Context: an optimization exercise on an open-source flow, tuned for small area, a short achievable clock period and few clock cycles. The choices shown serve that exercise and are no tape-out recipe.
The RTL was checked by simulation tests, not by an equivalence proof against the original design.
The flow treats the clock pin as an ideal source. Dropping or thinning the clock tree relies on that and would not hold on a real chip.
No activity file was given, so power comes from the tool's default toggle rates.

==> flow/design.v (excerpt) <==
module conv_window_top (
    input  wire                         clk,
    input  wire                         reset_n,
    input  wire                         i_start,
    input  wire                         i_pixel_valid,
    input  wire  [7:0]                  i_pixel,
    input  wire                         i_conv_ready,
    output logic                        o_fill_active,
    output logic [199:0]                o_window,   
    output logic                        o_conv_valid,
    output logic                        o_conv_row_start,
    output logic                        o_conv_row_end,
    output logic                        o_done
);
clock: 9.0 ns
lec_check: 0
cap_margin: 20
cell_pad_in_sites_detail_placement: 0
cell_pad_in_sites_global_placement: 1
core_margin: 2
core_utilization: 55
gpl_routability_driven: 1
place_density: 0.65
slew_margin: 20
standard.sh (not shown) runs the stock make flow with config.mk's settings and CLKGATE_MAP_FILE= SYNTH_SCRIPT=/design/flow/synth_recipe.tcl, a recipe that flattens the netlist after the stock synthesis.
==> flow/flow/run.sh <==
#!/bin/bash
set -euo pipefail
export BUFFER_PORTS_ARGS="-buffer_cell sky130_fd_sc_hd__buf_1"
export SETUP_SLACK_MARGIN=5.8
export CTS_ARGS="-sink_clustering_enable -repair_clock_nets -sink_clustering_size 30 -sink_clustering_max_diameter 100 -dont_use_dummy_load"
bash standard.sh > flow_make.log 2>&1
Testbench counts at the start, summed over its fixed seeds: cycles 24,648.
Next try:
==> flow/flow/run.sh (replaced) <==
#!/bin/bash
# Standard ORFS layout with plain buffers on the ports (buffer_ports otherwise
# picks a delay cell) and a setup repair target below the clock period.
set -euo pipefail
export BUFFER_PORTS_ARGS="-buffer_cell sky130_fd_sc_hd__buf_1"
export SETUP_SLACK_MARGIN=6.5
bash standard.sh > flow_make.log 2>&1
Effect: The new run ran to the end with no violations; sequential share of layout area falls by 8.8 points; utilization rises by 6.3 points; sequential cell count is unchanged; worst hold slack gets worse by 0.0032 ns; synthesized area does not change; cell area rises by roughly a tenth.
Next try:
==> flow/flow/run.sh (replaced) <==
#!/bin/bash
set -euo pipefail
export BUFFER_PORTS_ARGS="-buffer_cell sky130_fd_sc_hd__buf_1"
export SETUP_SLACK_MARGIN=5.8
export CTS_ARGS="-sink_clustering_enable -repair_clock_nets -dont_use_dummy_load -sink_clustering_size 20 -sink_clustering_max_diameter 60"
bash standard.sh > flow_make.log 2>&1
After rerunning: Maximum frequency stays flat; setup slack got worse by 0.0086 ns; global-route usage drops by 0.61 points; synthesized area is unchanged; die area does not change; sequential share of layout area came out higher by 7.2 points; routed wire length went down by a little under a tenth; count of clock-buffer cells in the layout goes down by 65; cell area fell by a little under a tenth; synthesized cell count stays the same.
Next try:
==> flow/run.sh (new file) <==
#!/bin/bash
# synth_recipe.tcl (not shown) runs the flow's synth.tcl, then flattens the netlist and writes it again
# the make line also repeats each setting of config.mk as NAME=value (left out here)
make -C /OpenROAD-flow-scripts/flow DESIGN_CONFIG=/design/flow/config.mk WORK_HOME=/design/flow/orfs CLKGATE_MAP_FILE= SYNTH_SCRIPT=/design/flow/synth_recipe.tcl finish
- CELL_PAD_IN_SITES_DETAIL_PLACEMENT: 0 -> 2
- CELL_PAD_IN_SITES_GLOBAL_PLACEMENT: 1 -> 3
- CORE_UTILIZATION: 55 -> 20
- PLACE_DENSITY: 0.65 -> 0.3
removed: flow/flow/run.sh
removed: flow/standard.sh
Effect: Worst setup slack gets worse by 0.73 ns. Via count increases by 9.7%. Die area increases to 2.7 times its value. Wire length increases by 39%. Area after synthesis stays the same. Hold slack gets better by 0.032 ns. Total power increases by 29%.

========
Another version of the RTL of conv_window_top (not shown whole).
For scale: roughly 1400 cells after synthesis, roughly 1100 flip-flops, ~35000 um^2 of cells after synthesis.
export LEC_CHECK = 0
export CAP_MARGIN = 20
export CELL_PAD_IN_SITES_DETAIL_PLACEMENT = 0
export CELL_PAD_IN_SITES_GLOBAL_PLACEMENT = 1
export CORE_MARGIN = 2
export CORE_UTILIZATION = 55
export GPL_ROUTABILITY_DRIVEN = 1
export GPL_TIMING_DRIVEN = 1
export PLACE_DENSITY = 0.65
export SLEW_MARGIN = 20
create_clock -name core_clock -period 9.0 [get_ports {clk}]
==> flow/flow/run.sh <==
#!/bin/bash
set -euo pipefail
export BUFFER_PORTS_ARGS="-buffer_cell sky130_fd_sc_hd__buf_1"
export SETUP_SLACK_MARGIN=5.8
export CTS_ARGS="-sink_clustering_enable -repair_clock_nets -sink_clustering_size 30 -sink_clustering_max_diameter 100 -dont_use_dummy_load"
export POST_CTS_TCL="$(pwd)/flow/post_cts.tcl"
bash standard.sh > flow_make.log 2>&1
==> flow/flow/post_cts.tcl <==
set block [ord::get_db_block]
set clk_net [$block findNet clk]
set roots {}
foreach it [$clk_net getITerms] { lappend roots [$it getInst] }
puts "post_cts: clock port drives [llength $roots] cell(s)"
if {[llength $roots] == 1} {
  set root [lindex $roots 0]
  set out_net [[$root findITerm X] getNet]
  set loads {}
  foreach it [$out_net getITerms] {
    if {[$it isInputSignal] || [[$it getMTerm] getIoType] eq "INPUT"} { lappend loads $it }
  }
  puts "post_cts: root [$root getName] drives [llength $loads] pin(s)"
  if {[llength $loads] <= 4} {
    foreach it $loads {
      $it disconnect
      $it connect $clk_net
    }
    [$root findITerm A] disconnect
    odb::dbInst_destroy $root
    odb::dbNet_destroy $out_net
    puts "post_cts: removed root buffer"
  }
}
estimate_parasitics -placement
report_clock_latency
The baseline went through all stages and came out clean.
Testbench counts at the start, summed over its fixed seeds: cycles 24,648.
Edit:
--- a/flow/flow/run.sh
+++ b/flow/flow/run.sh
@@ -6,0 +7 @@
+export PRE_DETAIL_PLACE_TCL="$(pwd)/flow/pre_dpl.tcl"
==> flow/flow/pre_dpl.tcl (new file) <==
# Pull each register that drives an output port next to that port's buffer
# (and the register it feeds, unless that one drives a port itself), so the
# register's output sees a short wire. Detailed placement legalises after.
set block [ord::get_db_block]
set moved 0
set port_ff [dict create]
foreach bt [$block getBTerms] {
  if {[$bt getIoType] ne "OUTPUT"} continue
  set net [$bt getNet]
  set buf ""
  foreach it [$net getITerms] { if {[$it isOutputSignal]} { set buf [$it getInst] } }
  if {$buf eq ""} continue
  set bnet [[$buf findITerm A] getNet]
  set ff ""
  foreach it [$bnet getITerms] { if {[$it isOutputSignal]} { set ff [$it getInst] } }
  if {$ff eq "" || ![[$ff getMaster] isSequential]} continue
  dict set port_ff [$ff getName] [list $ff $buf $bnet]
}
dict for {name v} $port_ff {
  lassign $v ff buf bnet
  set loc [$buf getLocation]
  $ff setLocation [lindex $loc 0] [lindex $loc 1]
  incr moved
  foreach it [$bnet getITerms] {
    set inst [$it getInst]
    if {$inst eq $ff || $inst eq $buf} continue
    if {[[$inst getMaster] isSequential] && ![dict exists $port_ff [$inst getName]]} {
      $inst setLocation [lindex $loc 0] [lindex $loc 1]
      incr moved
    }
  }
}
puts "pre_dpl: moved $moved register(s)"
--- a/flow/config.mk
+++ b/flow/config.mk
@@ -14 +13,0 @@
-export GPL_TIMING_DRIVEN = 1
Outcome: Power is about the same. Critical path depth does not change. Global-route usage climbs by 0.45 points. Sequential power is about the same. Design area hardly moves. Area after synthesis is unchanged. Clock skew drops by 3.1 ps.

========
Setup of v6:
Starting RTL as in the previous note.
export LEC_CHECK = 0
export CAP_MARGIN = 20
export CELL_PAD_IN_SITES_DETAIL_PLACEMENT = 0
export CELL_PAD_IN_SITES_GLOBAL_PLACEMENT = 1
export CORE_MARGIN = 2
export CORE_UTILIZATION = 55
export GPL_ROUTABILITY_DRIVEN = 1
export PLACE_DENSITY = 0.65
export SLEW_MARGIN = 20
create_clock -name core_clock -period 9.0 [get_ports {clk}]
==> flow/flow/run.sh <==
#!/bin/bash
set -euo pipefail
export BUFFER_PORTS_ARGS="-buffer_cell sky130_fd_sc_hd__buf_1"
export SETUP_SLACK_MARGIN=5.8
export CTS_ARGS="-sink_clustering_enable -repair_clock_nets -sink_clustering_size 30 -sink_clustering_max_diameter 100 -dont_use_dummy_load"
export POST_CTS_TCL="$(pwd)/flow/post_cts.tcl"
export PLACE_PINS_ARGS='-group_pins {o_window[0] o_window[8] o_window[16] o_window[24] o_window[32]} -group_pins {o_window[1] o_window[9] o_window[17] o_window[25] o_window[33]} -group_pins {o_window[2] o_window[10] o_window[18] o_window[26] o_window[34]} -group_pins {o_window[3] o_window[11] o_window[19] o_window[27] o_window[35]} -group_pins {o_window[4] o_window[12] o_window[20] o_window[28] o_window[36]} -group_pins {o_window[5] o_window[13] o_window[21] o_window[29] o_window[37]} -group_pins {o_window[6] o_window[14] o_window[22] o_window[30] o_window[38]} -group_pins {o_window[7] o_window[15] o_window[23] o_window[31] o_window[39]} -group_pins {o_window[40] o_window[48] o_window[56] o_window[64] o_window[72]} -group_pins {o_window[41] o_window[49] o_window[57] o_window[65] o_window[73]} -group_pins {o_window[42] o_window[50] o_window[58] o_window[66] o_window[74]} -group_pins {o_window[43] o_window[51] o_window[59] o_window[67] o_window[75]} -group_pins {o_window[44] o_window[52] o_window[60] o_window[68] o_window[76]} -group_pins {o_window[45] o_window[53] o_window[61] o_window[69] o_window[77]} -group_pins {o_window[46] o_window[54] o_window[62] o_window[70] o_window[78]} -group_pins {o_window[47] o_window[55] o_window[63] o_window[71] o_window[79]} -group_pins {o_window[80] o_window[88] o_window[96] o_window[104] o_window[112]} -group_pins {o_window[81] o_window[89] o_window[97] o_window[105] o_window[113]} -group_pins {o_window[82] o_window[90] o_window[98] o_window[106] o_window[114]} -group_pins {o_window[83] o_window[91] o_window[99] o_window[107] o_window[115]} -group_pins {o_window[84] o_window[92] o_window[100] o_window[108] o_window[116]} -group_pins {o_window[85] o_window[93] o_window[101] o_window[109] o_window[117]} -group_pins {o_window[86] o_window[94] o_window[102] o_window[110] o_window[118]} -group_pins {o_window[87] o_window[95] o_window[103] o_window[111] o_window[119]} -group_pins {o_window[120] o_window[128] o_window[136] o_window[144] o_window[152]} -group_pins {o_window[121] o_window[129] o_window[137] o_window[145] o_window[153]} -group_pins {o_window[122] o_window[130] o_window[138] o_window[146] o_window[154]} -group_pins {o_window[123] o_window[131] o_window[139] o_window[147] o_window[155]} -group_pins {o_window[124] o_window[132] o_window[140] o_window[148] o_window[156]} -group_pins {o_window[125] o_window[133] o_window[141] o_window[149] o_window[157]} -group_pins {o_window[126] o_window[134] o_window[142] o_window[150] o_window[158]} -group_pins {o_window[127] o_window[135] o_window[143] o_window[151] o_window[159]} -group_pins {o_window[160] o_window[168] o_window[176] o_window[184] o_window[192]} -group_pins {o_window[161] o_window[169] o_window[177] o_window[185] o_window[193]} -group_pins {o_window[162] o_window[170] o_window[178] o_window[186] o_window[194]} -group_pins {o_window[163] o_window[171] o_window[179] o_window[187] o_window[195]} -group_pins {o_window[164] o_window[172] o_window[180] o_window[188] o_window[196]} -group_pins {o_window[165] o_window[173] o_window[181] o_window[189] o_window[197]} -group_pins {o_window[166] o_window[174] o_window[182] o_window[190] o_window[198]} -group_pins {o_window[167] o_window[175] o_window[183] o_window[191] o_window[199]}'
bash standard.sh > flow_make.log 2>&1
Scripts as last shown in full above: flow/flow/post_cts.tcl
v6 finished every stage and its layout cleared the timing, DRC and antenna checks.
Testbench counts of v6, summed over its fixed seeds: cycles 24,648.
The following lists how v7 was set up differently from v6:
--- a/flow/flow/run.sh
+++ b/flow/flow/run.sh
@@ -6,2 +6,3 @@
 export POST_CTS_TCL="$(pwd)/flow/post_cts.tcl"
+export PRE_DETAIL_PLACE_TCL="$(pwd)/flow/pre_dpl.tcl"
 export PLACE_PINS_ARGS='-group_pins {o_window[0] o_window[8] o_window[16] o_window[24] o_window[32]} -group_pins {o_window[1] o_window[9] o_window[17] o_window[25] o_window[33]} -group_pins {o_window[2] o_window[10] o_window[18] o_window[26] o_window[34]} -group_pins {o_window[3] o_window[11] o_window[19] o_window[27] o_window[35]} -group_pins {o_window[4] o_window[12] o_window[20] o_window[28] o_window[36]} -group_pins {o_window[5] o_window[13] o_window[21] o_window[29] o_window[37]} -group_pins {o_window[6] o_window[14] o_window[22] o_window[30] o_window[38]} -group_pins {o_window[7] o_window[15] o_window[23] o_window[31] o_window[39]} -group_pins {o_window[40] o_window[48] o_window[56] o_window[64] o_window[72]} -group_pins {o_window[41] o_window[49] o_window[57] o_window[65] o_window[73]} -group_pins {o_window[42] o_window[50] o_window[58] o_window[66] o_window[74]} -group_pins {o_window[43] o_window[51] o_window[59] o_window[67] o_window[75]} -group_pins {o_window[44] o_window[52] o_window[60] o_window[68] o_window[76]} -group_pins {o_window[45] o_window[53] o_window[61] o_window[69] o_window[77]} -group_pins {o_window[46] o_window[54] o_window[62] o_window[70] o_window[78]} -group_pins {o_window[47] o_window[55] o_window[63] o_window[71] o_window[79]} -group_pins {o_window[80] o_window[88] o_window[96] o_window[104] o_window[112]} -group_pins {o_window[81] o_window[89] o_window[97] o_window[105] o_window[113]} -group_pins {o_window[82] o_window[90] o_window[98] o_window[106] o_window[114]} -group_pins {o_window[83] o_window[91] o_window[99] o_window[107] o_window[115]} -group_pins {o_window[84] o_window[92] o_window[100] o_window[108] o_window[116]} -group_pins {o_window[85] o_window[93] o_window[101] o_window[109] o_window[117]} -group_pins {o_window[86] o_window[94] o_window[102] o_window[110] o_window[118]} -group_pins {o_window[87] o_window[95] o_window[103] o_window[111] o_window[119]} -group_pins {o_window[120] o_window[128] o_window[136] o_window[144] o_window[152]} -group_pins {o_window[121] o_window[129] o_window[137] o_window[145] o_window[153]} -group_pins {o_window[122] o_window[130] o_window[138] o_window[146] o_window[154]} -group_pins {o_window[123] o_window[131] o_window[139] o_window[147] o_window[155]} -group_pins {o_window[124] o_window[132] o_window[140] o_window[148] o_window[156]} -group_pins {o_window[125] o_window[133] o_window[141] o_window[149] o_window[157]} -group_pins {o_window[126] o_window[134] o_window[142] o_window[150] o_window[158]} -group_pins {o_window[127] o_window[135] o_window[143] o_window[151] o_window[159]} -group_pins {o_window[160] o_window[168] o_window[176] o_window[184] o_window[192]} -group_pins {o_window[161] o_window[169] o_window[177] o_window[185] o_window[193]} -group_pins {o_window[162] o_window[170] o_window[178] o_window[186] o_window[194]} -group_pins {o_window[163] o_window[171] o_window[179] o_window[187] o_window[195]} -group_pins {o_window[164] o_window[172] o_window[180] o_window[188] o_window[196]} -group_pins {o_window[165] o_window[173] o_window[181] o_window[189] o_window[197]} -group_pins {o_window[166] o_window[174] o_window[182] o_window[190] o_window[198]} -group_pins {o_window[167] o_window[175] o_window[183] o_window[191] o_window[199]}'
==> flow/flow/pre_dpl.tcl (new file) <==
# Pull each register that drives an output port next to that port's buffer
# (and the register it feeds, unless that one drives a port itself), so the
# register's output sees a short wire. Detailed placement legalises after.
set block [ord::get_db_block]
set moved 0
set port_ff [dict create]
foreach bt [$block getBTerms] {
  if {[$bt getIoType] ne "OUTPUT"} continue
  set net [$bt getNet]
  set buf ""
  foreach it [$net getITerms] { if {[$it isOutputSignal]} { set buf [$it getInst] } }
  if {$buf eq ""} continue
  set bnet [[$buf findITerm A] getNet]
  set ff ""
  foreach it [$bnet getITerms] { if {[$it isOutputSignal]} { set ff [$it getInst] } }
  if {$ff eq "" || ![[$ff getMaster] isSequential]} continue
  dict set port_ff [$ff getName] [list $ff $buf $bnet]
}
dict for {name v} $port_ff {
  lassign $v ff buf bnet
  set loc [$buf getLocation]
  $ff setLocation [lindex $loc 0] [lindex $loc 1]
  incr moved
  foreach it [$bnet getITerms] {
    set inst [$it getInst]
    if {$inst eq $ff || $inst eq $buf} continue
    if {[[$inst getMaster] isSequential] && ![dict exists $port_ff [$inst getName]]} {
      $inst setLocation [lindex $loc 0] [lindex $loc 1]
      incr moved
    }
  }
}
puts "pre_dpl: moved $moved register(s)"
Findings:
- v7 | stages: all done | timing, DRC, antenna: all pass
- Final instance area delta (v6 -> v7): insignificant
- Comparing v7 against v6, there is no change at all in die area.
- Where worst setup timing slack at the placement stage is concerned, v6 is better than v7.
- Share of the core filled with cells in the final layout across v7 and v6: no real change.
- Of v7 and v6, v6 shows the higher worst-margin pin slew, with v7 below it.
- Final critical-path setup slack: v7 vs v6 up 0.032 ns
- ~same total power in v7 and v6

## separate check: timing with driven ports
In the flow no input, the clock included, has a driving cell. The finished layouts below were timed again as built, in two steps.
Step 1: set_driving_cell puts a clkbuf_16 on clk and a buf_2 on each other input, an assumption about the parent block.
Step 2 moves the port delays by t, midway between the first and last clock arrival at a register: inputs arrive t later, outputs are due t later. That takes back most of the time a late clock gives input paths.
Three values: ideal ports, drivers, drivers and shift; two values: the first two.
run	shift t [ns]	slack for setup (ns)	worst slew at a driven data input, ns
the first run of note 1	0.637	5.920 / 5.860 / 5.856	0.04
the second run of note 1	0.689	5.946 / 5.887 / 5.925	0.03
the third run of note 1	0.637	5.938 / 5.878 / 5.825	0.03
the fourth run of note 1	0.794	5.210 / 5.139 / 5.304	0.03
the first run of note 2	0.502	6.089 / 5.975 / 5.997	0.03
the second run of note 2	0.503	6.088 / 5.976 / 6.015	0.03
v6	0.506	6.166 / 6.051 / 5.973	0.03
v7	0.514	6.198 / 6.085 / 5.833	0.03
After both steps setup and hold are still met in every run listed. For v7, which loses most, drivers alone change the setup slack by -0.113 ns; drivers and shift together by -0.365 ns.
